Background: an optimization exercise with open tools, aiming at a short achievable clock period and few clock cycles per item. Do not read the settings as production practice.
Function was checked by simulation only, so behaviour that the tests miss may differ from the original.
No activity file was given, so power comes from the tool's default toggle rates.

==> inputs of build 73 <==
// dlx_core
module dlx_core (
    input  logic  clk,
    input  logic  arst_n,
    output dlx_pkg::word_t imem_addr,
    input  dlx_pkg::word_t imem_data,
    output dlx_pkg::word_t dmem_addr,
    output dlx_pkg::word_t dmem_wdata,
    output logic  dmem_we,
    input  dlx_pkg::word_t dmem_rdata
);
export LEC_CHECK = 0
export ABC_CLOCK_PERIOD_IN_PS = 2000
export CAP_MARGIN = 20
export CORE_MARGIN = 2
export CORE_UTILIZATION = 55
export CTS_CLUSTER_DIAMETER = 60
export CTS_CLUSTER_SIZE = 30
export PLACE_DENSITY = 0.7
export SETUP_SLACK_MARGIN = 3.7
export SLEW_MARGIN = 20
export SYNTH_HIERARCHICAL = 1
create_clock -name core_clock -period 6.0 [get_ports {clk}]
run.sh (not shown) runs the stock make flow with config.mk's settings and CLKGATE_MAP_FILE= SYNTH_SCRIPT=/design/flow/synth_recipe.tcl, a recipe that flattens the netlist after the stock synthesis.
==> inputs of trial 24, as changes to build 73 <==
--- a/flow/design.v
+++ b/flow/design.v
@@ -82,23 +82,20 @@
     input  logic [31:0] sel_a,
     input  logic [31:0] sel_b,
     output logic [31:0] val_a,
     output logic [31:0] val_b,
     input  logic [31:0] bypass,
-    input  logic [31:0] wsel_ld,
-    input  logic [31:0] wsel_alu,
-    input  logic [31:0] ld_data,
-    input  logic [31:0] alu_data
+    input  logic [31:0] wsel,
+    input  logic [31:0] wdata
 );
     logic [31:0][31:0] regs;
     always_ff @(posedge clk or negedge arst_n) begin
         if (!arst_n) begin
             regs <= '0;
         end else begin
             for (int i = 1; i < 32; i++) begin
-                regs[i] <= ({32{wsel_ld[i]}} & ld_data) | ({32{wsel_alu[i]}} & alu_data)
-                         | ({32{!(wsel_ld[i] | wsel_alu[i])}} & regs[i]);
+                if (wsel[i]) regs[i] <= wdata;
             end
         end
     end
     logic [31:0][31:0] src;
     always_comb begin
@@ -192,32 +189,36 @@
     input  logic        inv_next,
     output logic [31:0] g,
     output logic [31:0] t,
     output logic [31:0] p,
     output logic [31:0] sum,
+    output logic [31:0] sum2,
     output logic [31:0] sum_b,
     output logic        lt
 );
-    logic [31:0] a_n, b_n, c_n, pb;
+    logic [31:0] a_n, b_n, a_n2, b_n2, c_n, pb;
     logic        a31;
     for (genvar i = 0; i < 32; i++) begin : g_bit
         dlx_aoi21  u_an (.a1(la[i]), .a2(rd[i]), .b1(a[i]), .y(a_n[i]));
         dlx_aoi21  u_bn (.a1(lb[i]), .a2(rd[i]), .b1(b[i]), .y(b_n[i]));
+        dlx_aoi21  u_an2 (.a1(la[i]), .a2(rd[i]), .b1(a[i]), .y(a_n2[i]));
+        dlx_aoi21  u_bn2 (.a1(lb[i]), .a2(rd[i]), .b1(b[i]), .y(b_n2[i]));
         dlx_nor2  u_g  (.a(a_n[i]), .b(b_n[i]), .y(g[i]));
         dlx_nand2 u_t  (.a(a_n[i]), .b(b_n[i]), .y(t[i]));
-        dlx_xor2  u_p  (.a(a_n[i]), .b(b_n[i]), .y(p[i]));
+        dlx_xor2  u_p  (.a(a_n2[i]), .b(b_n2[i]), .y(p[i]));
         dlx_xor2  u_pb (.a(p[i]), .b(inv_next), .y(pb[i]));
         dlx_xnor2 u_s  (.a(p[i]), .b(c_n[i]), .y(sum[i]));
+        dlx_xnor2 u_s2 (.a(p[i]), .b(c_n[i]), .y(sum2[i]));
         dlx_xnor2 u_sb (.a(pb[i]), .b(c_n[i]), .y(sum_b[i]));
     end
     dlx_carry u_carry (
         .g   (g),
         .t   (t),
         .cin (cin),
         .c_n (c_n)
     );
-    dlx_inv  u_a31 (.a(a_n[31]), .y(a31));
+    dlx_inv  u_a31 (.a(a_n2[31]), .y(a31));
     dlx_mux2 u_lt  (.a(a31), .b(c_n[31]), .s(p[31]), .y(lt));
 endmodule
 module dlx_nand2b (input logic a_n, input logic b, output logic y);
     assign y = ~(~a_n & b);
 endmodule
@@ -362,10 +363,11 @@
     logic        f_addi, f_andi, f_ori, f_xori, f_lw, f_sw;
     logic        f_rvalid, f_valid, f_wr, f_use_b;
     logic [31:0] f_imm;
     logic        f_hit_ea, f_hit_eb, f_hit_ma, f_hit_mb;
     logic [31:0] f_sel_a, f_sel_b;
+    logic [31:0] d_wsel, e_wsel;
     logic        d_wr, d_ld, d_st;
     logic        d_stb;
     logic [4:0]  d_dest;
     logic        e_wr, e_ld, e_st;
     logic [4:0]  e_dest;
@@ -400,22 +402,21 @@
     assign f_hit_mb = f_use_b && e_wr && f_rt == e_dest && !f_hit_eb;
     assign f_stall  = (d_stb && f_hit_eb && (f_sub || f_slt))
                    || (d_ld && (f_sll || f_srl) && (f_hit_ea || f_hit_eb));
     always_comb begin
         for (int i = 1; i < 32; i++) begin
-            f_sel_a[i] = f_rs == 5'(i) && !f_hit_ma;
-            f_sel_b[i] = f_rt == 5'(i) && !f_hit_mb;
+            f_sel_a[i] = f_rs == 5'(i) && !(e_wsel[i] && !(d_wsel[i] && !stall));
+            f_sel_b[i] = f_rt == 5'(i) && !(e_wsel[i] && !(d_wsel[i] && !stall));
         end
         f_sel_a[0] = f_hit_ma;
         f_sel_b[0] = f_hit_mb;
     end
     logic        d_use_imm, d_inv, d_rtype_b;
     logic        d_sum, d_and, d_or, d_xor, d_sll, d_srl, d_slt;
     logic [31:0] d_imm;
     logic        d_hit_ea, d_hit_eb, d_hit_ma, d_hit_mb;
     logic [31:0] d_sel_a, d_sel_b;
-    logic [31:0] d_wsel;
     always_ff @(posedge clk or negedge arst_n) begin
         if (!arst_n) begin
             stall <= 1'b0;
             d_wr  <= 1'b0;
             d_ld  <= 1'b0;
@@ -451,35 +452,32 @@
     always_comb begin
         for (int i = 0; i < 32; i++) d_wsel[i] = d_wr && d_dest == 5'(i);
     end
     logic [31:0] rf_a, rf_b;
     logic [31:0] m_val;
-    logic [31:0] m_wld, m_walu;
+    logic [31:0] m_wsel;
     logic [31:0] d_op_a, d_op_b, d_b_alu;
     register_file register_file_inst (
         .clk    (clk),
         .arst_n (arst_n),
         .sel_a  (d_sel_a),
         .sel_b  (d_sel_b),
         .val_a  (rf_a),
         .val_b  (rf_b),
         .bypass (m_val),
-        .wsel_ld  (m_wld),
-        .wsel_alu (m_walu),
-        .ld_data  (dmem_rdata),
-        .alu_data (m_res)
+        .wsel   (m_wsel),
+        .wdata  (m_val)
     );
     assign d_op_a  = rf_a;
     assign d_op_b  = rf_b;
     assign d_b_alu = d_op_b ^ {32{d_inv}};
     logic [31:0] e_a, e_b, e_s, e_la, e_ra;
     logic [4:0][3:0] e_lb, e_rb;
     logic        e_inv;
     logic [7:0]  e_la_a, e_la_b;
     logic        e_sum, e_and, e_or, e_xor, e_sll, e_srl, e_slt;
     logic        e_ls, e_mem;
-    logic [31:0] e_wsel;
     logic        d_fa, d_fb, d_fs;
     assign d_fa = d_hit_ea && !e_ld;
     assign d_fb = d_hit_eb && d_rtype_b && !e_ld;
     assign d_fs = d_hit_eb && !e_ld;
     always_ff @(posedge clk or negedge arst_n) begin
@@ -498,11 +496,11 @@
             e_ld   <= d_ld;
             e_st   <= d_st;
             e_wsel <= d_wsel;
         end
     end
-    logic [31:0] k_g, k_t, k_p, k_sum, k_sumb, k_logic;
+    logic [31:0] k_g, k_t, k_p, k_sum, k_sum2, k_sumb, k_logic;
     logic [31:0] q_la, q_lb;
     always_comb begin
         for (int i = 0; i < 32; i++) begin
             q_la[i] = e_la_a[i / 4];
             q_lb[i] = e_la_b[i / 4];
@@ -524,10 +522,11 @@
         .inv_next (d_inv),
         .g        (k_g),
         .t        (k_t),
         .p        (k_p),
         .sum      (k_sum),
+        .sum2     (k_sum2),
         .sum_b    (k_sumb),
         .lt       (k_lt)
     );
     for (genvar l = 0; l < 5; l++) begin : g_amt
         for (genvar k = 0; k < 4; k++) begin : g_cp
@@ -541,11 +540,11 @@
                    | ({32{e_or}}  & k_t)
                    | ({32{e_xor}} & k_p);
     logic        s_a_sum, s_a_oth, s_a_d;
     logic        s_b_sum, s_b_oth, s_b_d;
     logic        s_s_sum, s_s_oth, s_s_d;
-    logic [31:0] x_a, x_b;
+    logic [31:0] x_a, x_r, x_b;
     logic [31:0] v_a, v_b, v_s, v_r;
     logic [31:0] n_a, n_b, n_s, n_la, n_ra, n_r;
     logic [4:0]  n_lb, n_rb;
     logic [31:0] x_s;
     assign s_a_sum = d_fa && e_sum;
@@ -556,10 +555,11 @@
     assign s_b_d   = !(d_hit_eb && d_rtype_b);
     assign s_s_sum = d_fs && e_sum;
     assign s_s_oth = d_fs && !e_sum;
     assign s_s_d   = !d_fs;
     assign x_a = {k_sum[31:1], k_lt};
+    assign x_r = {k_sum2[31:1], k_lt};
     assign x_b = {k_sumb[31:1], k_lt};
     always_comb begin
         v_a = {32{s_a_oth}} & k_logic;
         v_b = ({32{s_b_oth}} & (k_logic ^ {32{d_inv}})) | ({32{s_b_d && d_use_imm}} & d_imm);
         v_s = {32{s_s_oth}} & k_logic;
@@ -581,16 +581,16 @@
         .x1 (x_b), .s1 (sel1(s_b_sum, s_b_oth && e_slt)),
         .x2n(k_shl_n), .s2n(!(s_b_oth && e_sll)), .x3n(k_shr_n), .s3n(!(s_b_oth && e_srl)),
         .e_n(~v_b), .x4(d_b_alu), .s4(s_b_d && !d_use_imm),
         .y(n_b));
     dlx_fwd4 #(.W(32)) u_fs (
-        .x1 (x_a), .s1 (sel1(s_s_sum, s_s_oth && e_slt)),
+        .x1 (x_r), .s1 (sel1(s_s_sum, s_s_oth && e_slt)),
         .x2n(k_shl_n), .s2n(!(s_s_oth && e_sll)), .x3n(k_shr_n), .s3n(!(s_s_oth && e_srl)),
         .e_n(~v_s), .x4(d_op_b), .s4(s_s_d),
         .y(n_s));
     dlx_fwd3 #(.W(32)) u_fr (
-        .x1 (x_a), .s1 (sel1(e_sum && !e_ld, e_slt)),
+        .x1 (x_r), .s1 (sel1(e_sum && !e_ld, e_slt)),
         .x2n(k_shl_n), .s2n(!e_sll), .x3n(k_shr_n), .s3n(!e_srl),
         .e_n(~v_r), .y(n_r));
     dlx_fwd4 #(.W(32)) u_fla (
         .x1 (x_a), .s1 (sel1(s_a_sum && d_sll, s_a_oth && e_slt && d_sll)),
         .x2n(k_shl_n), .s2n(!(s_a_oth && e_sll && d_sll)),
@@ -639,22 +639,20 @@
     logic        m_we;
     always_ff @(posedge clk or negedge arst_n) begin
         if (!arst_n) begin
             m_we   <= 1'b0;
             m_ld   <= 1'b0;
-            m_wld  <= '0;
-            m_walu <= '0;
+            m_wsel <= '0;
         end else begin
             m_we   <= e_st;
             m_ld   <= e_ld;
-            m_wld  <= {32{e_ld}} & e_wsel;
-            m_walu <= {32{!e_ld}} & e_wsel;
+            m_wsel <= e_wsel;
         end
     end
     always_ff @(posedge clk) begin
         m_res   <= n_r;
-        m_addr  <= {32{e_mem}} & k_sum;
+        m_addr  <= {32{e_mem}} & k_sum2;
         m_wdata <= {32{e_st}} & x_s;
     end
     logic [7:0] m_ld_cp;
     for (genvar k = 0; k < 8; k++) begin : g_mld
         dlx_flag u_f (.clk(clk), .d(e_ld), .q(m_ld_cp[k]));
- CTS_CLUSTER_DIAMETER: 60 -> 100
- CTS_CLUSTER_SIZE: 30 -> 20
- SETUP_SLACK_MARGIN: 3.7 -> 4.0
==> flow_metrics.py <==
metrics = {
    "run_status": {
        "status": "complete, no violations",
    },
    "power_and_ir_drop": {
        "power.net_switching_uw": 6240,
    },
    "floorplanning": {
        "coreArea_mm2": 0.163,
    },
    "final_layout": {
        "layout_common_cells": "dfrtp_1, a21o_1, a22oi_2",
    },
}
(the above is from build 73)
==> flow_metrics.py <==
metrics = {
    "power_and_ir_drop": {
        "power.net_switching_uw": 4740,
    },
    "sta": {
        "max_freq_ghz": 0.402,
    },
    "run_status": {
        "status": "complete, no violations",
    },
    "floorplanning": {
        "coreArea_mm2": 0.152,
    },
    "final_layout": {
        "layout_common_cells": "dfrtp_1, a22oi_2, nand2_1",
    },
}
(the above is from trial 24)
Testbench counts of build 73, summed over its fixed seeds: cycles 40,235, instrs 39,888.
Testbench counts of trial 24, summed over its fixed seeds: cycles 40,235, instrs 39,888.

========
==> build 32: inputs <==
dlx_core with an RTL version that a note above also has.
make LEC_CHECK=0 ABC_CLOCK_PERIOD_IN_PS=2000 CAP_MARGIN=20 CORE_MARGIN=2 CORE_UTILIZATION=55 CTS_CLUSTER_DIAMETER=100 CTS_CLUSTER_SIZE=20 PLACE_DENSITY=0.7 SETUP_SLACK_MARGIN=3.7 SLEW_MARGIN=20 SYNTH_HIERARCHICAL=1 finish   # period 6.0 ns
==> build 40 (differences from build 32) <==
--- a/flow/design.v
+++ b/flow/design.v
@@ -191,36 +191,34 @@
     output logic [31:0] t,
     output logic [31:0] p,
     output logic [31:0] sum,
     output logic [31:0] sum2,
     output logic [31:0] sum_b,
     output logic        lt
 );
-    logic [31:0] a_n, b_n, a_n2, b_n2, c_n, pb;
+    logic [31:0] a_n, b_n, c_n, pb;
     logic        a31;
     for (genvar i = 0; i < 32; i++) begin : g_bit
         dlx_aoi21  u_an (.a1(la[i]), .a2(rd[i]), .b1(a[i]), .y(a_n[i]));
         dlx_aoi21  u_bn (.a1(lb[i]), .a2(rd[i]), .b1(b[i]), .y(b_n[i]));
-        dlx_aoi21  u_an2 (.a1(la[i]), .a2(rd[i]), .b1(a[i]), .y(a_n2[i]));
-        dlx_aoi21  u_bn2 (.a1(lb[i]), .a2(rd[i]), .b1(b[i]), .y(b_n2[i]));
         dlx_nor2  u_g  (.a(a_n[i]), .b(b_n[i]), .y(g[i]));
         dlx_nand2 u_t  (.a(a_n[i]), .b(b_n[i]), .y(t[i]));
-        dlx_xor2  u_p  (.a(a_n2[i]), .b(b_n2[i]), .y(p[i]));
+        dlx_xor2  u_p  (.a(a_n[i]), .b(b_n[i]), .y(p[i]));
         dlx_xor2  u_pb (.a(p[i]), .b(inv_next), .y(pb[i]));
         dlx_xnor2 u_s  (.a(p[i]), .b(c_n[i]), .y(sum[i]));
         dlx_xnor2 u_s2 (.a(p[i]), .b(c_n[i]), .y(sum2[i]));
         dlx_xnor2 u_sb (.a(pb[i]), .b(c_n[i]), .y(sum_b[i]));
     end
     dlx_carry u_carry (
         .g   (g),
         .t   (t),
         .cin (cin),
         .c_n (c_n)
     );
-    dlx_inv  u_a31 (.a(a_n2[31]), .y(a31));
+    dlx_inv  u_a31 (.a(a_n[31]), .y(a31));
     dlx_mux2 u_lt  (.a(a31), .b(c_n[31]), .s(p[31]), .y(lt));
 endmodule
 module dlx_nand2b (input logic a_n, input logic b, output logic y);
     assign y = ~(~a_n & b);
 endmodule
 module dlx_o221a (input logic a1, input logic a2, input logic b1, input logic b2,
                   input logic c1, output logic y);
@@ -361,15 +359,14 @@
     logic        f_rtype;
     logic        f_add, f_sub, f_and, f_or, f_xor, f_sll, f_srl, f_slt;
     logic        f_addi, f_andi, f_ori, f_xori, f_lw, f_sw;
     logic        f_rvalid, f_valid, f_wr, f_use_b;
     logic [31:0] f_imm;
     logic        f_hit_ea, f_hit_eb, f_hit_ma, f_hit_mb;
     logic [31:0] f_sel_a, f_sel_b;
-    logic [31:0] d_wsel, e_wsel;
     logic        d_wr, d_ld, d_st;
     logic        d_stb;
     logic [4:0]  d_dest;
     logic        e_wr, e_ld, e_st;
     logic [4:0]  e_dest;
     assign f_op    = imem_data[31:26];
     assign f_fn    = imem_data[5:0];
@@ -400,25 +397,26 @@
     assign f_hit_eb = f_use_b && d_wr && !stall && f_rt == d_dest;
     assign f_hit_ma = f_valid && e_wr && f_rs == e_dest && !f_hit_ea;
     assign f_hit_mb = f_use_b && e_wr && f_rt == e_dest && !f_hit_eb;
     assign f_stall  = (d_stb && f_hit_eb && (f_sub || f_slt))
                    || (d_ld && (f_sll || f_srl) && (f_hit_ea || f_hit_eb));
     always_comb begin
         for (int i = 1; i < 32; i++) begin
-            f_sel_a[i] = f_rs == 5'(i) && !(e_wsel[i] && !(d_wsel[i] && !stall));
-            f_sel_b[i] = f_rt == 5'(i) && !(e_wsel[i] && !(d_wsel[i] && !stall));
+            f_sel_a[i] = f_rs == 5'(i) && !f_hit_ma;
+            f_sel_b[i] = f_rt == 5'(i) && !f_hit_mb;
         end
         f_sel_a[0] = f_hit_ma;
         f_sel_b[0] = f_hit_mb;
     end
     logic        d_use_imm, d_inv, d_rtype_b;
     logic        d_sum, d_and, d_or, d_xor, d_sll, d_srl, d_slt;
     logic [31:0] d_imm;
     logic        d_hit_ea, d_hit_eb, d_hit_ma, d_hit_mb;
     logic [31:0] d_sel_a, d_sel_b;
+    logic [31:0] d_wsel;
     always_ff @(posedge clk or negedge arst_n) begin
         if (!arst_n) begin
             stall <= 1'b0;
             d_wr  <= 1'b0;
             d_ld  <= 1'b0;
             d_st  <= 1'b0;
         end else begin
@@ -472,14 +470,15 @@
     assign d_b_alu = d_op_b ^ {32{d_inv}};
     logic [31:0] e_a, e_b, e_s, e_la, e_ra;
     logic [4:0][3:0] e_lb, e_rb;
     logic        e_inv;
     logic [7:0]  e_la_a, e_la_b;
     logic        e_sum, e_and, e_or, e_xor, e_sll, e_srl, e_slt;
     logic        e_ls, e_mem;
+    logic [31:0] e_wsel;
     logic        d_fa, d_fb, d_fs;
     assign d_fa = d_hit_ea && !e_ld;
     assign d_fb = d_hit_eb && d_rtype_b && !e_ld;
     assign d_fs = d_hit_eb && !e_ld;
     always_ff @(posedge clk or negedge arst_n) begin
         if (!arst_n) begin
             e_wr   <= 1'b0;
==> summary.txt <==
Met3 Routed Length: 45,470 um
status: finished clean
final core occ: 64.55%
post-DR wirelength/cell: 36.03 um
# diodes: 5
Detailed Route Iter0 Violations: 9,351
largest net degree at the start of global routing: 117
sequential portion of the cell area: 37.26%
most frequent cells in the layout: dfrtp_1 (1,030), a22oi_2 (1,024), nand2_1 (710), mux2_2 (607), mux2_4 (391)
Hold Path End: e_and
# fillers: 11,528
Die Ht: 394.7 um
Worst Setup EP: dmem_addr[16]
Setup WS post-layout: 3461 ps
Netlist Area Pre-Place: 83,950 sq um
P_comb: 1.19 mW
Clk pwr share: 35.3%
Tcrit/Tclk final: 42.32%
Routability Congestion: 1.038
The numbers above come from build 32.

==> summary.txt <==
status: finished clean
Core Area: 151,400 sq um
sequential portion of the cell area: 37.02%
Clk pwr share: 35.6%
# diodes: 6
DRC violations left: 0
Die Ht: 393.8 um
# fillers: 11,479
P_comb: 1.33 mW
initial antenna violation count: 10
Tcrit/Tclk final: 41.61%
largest net degree at the start of global routing: 142
Worst Setup EP: dmem_addr[14]
Met3 Routed Length: 40,840 um
Netlist Area Pre-Place: 83,570 sq um
Hold Path End: e_slt
final core occ: 64.88%
Detailed Route Iter0 Violations: 9,060
most frequent cells in the layout: dfrtp_1 (1,030), a22oi_2 (1,024), nand2_1 (696), mux2_2 (609), mux2_4 (389)
The numbers above come from build 40.

Testbench counts of build 32, summed over its fixed seeds: cycles 40,235, instrs 39,888.
Testbench counts of build 40, summed over its fixed seeds: cycles 40,235, instrs 39,888.

[re-timing with driven ports]
Ports are ideal in the flow. The routed layouts listed here were re-timed in OpenROAD. Step 1: set_driving_cell puts a clkbuf_16 on clk and a buf_2 on each other input, an assumption about the parent block. Step 2 moves the port delays by t, midway between the first and last clock arrival at a register: inputs arrive t later, outputs are due t later. That takes back most of the time a late clock gives input paths. a / b / c = ideal / step 1 / step 2; a / b = the first two.
run | t, ns | setup slack, ns | worst data-port slew with drivers (ns) | cell pins on the clock port's net
build 73 | 0.919 | 3.389 / 3.288 / 2.527 | 0.24 | 1
trial 24 | 0.844 | 3.513 / 3.420 / 2.637 | 0.25 | 1
build 32 | 0.831 | 3.461 / 3.379 / 2.717 | 0.20 | 1
build 40 | 0.839 | 3.503 / 3.410 / 2.727 | 0.20 | 1
After both steps setup and hold are still met in every run listed. The setup slack of trial 24, which loses most, moves by -0.093 ns with the drivers and by -0.876 ns with both steps.
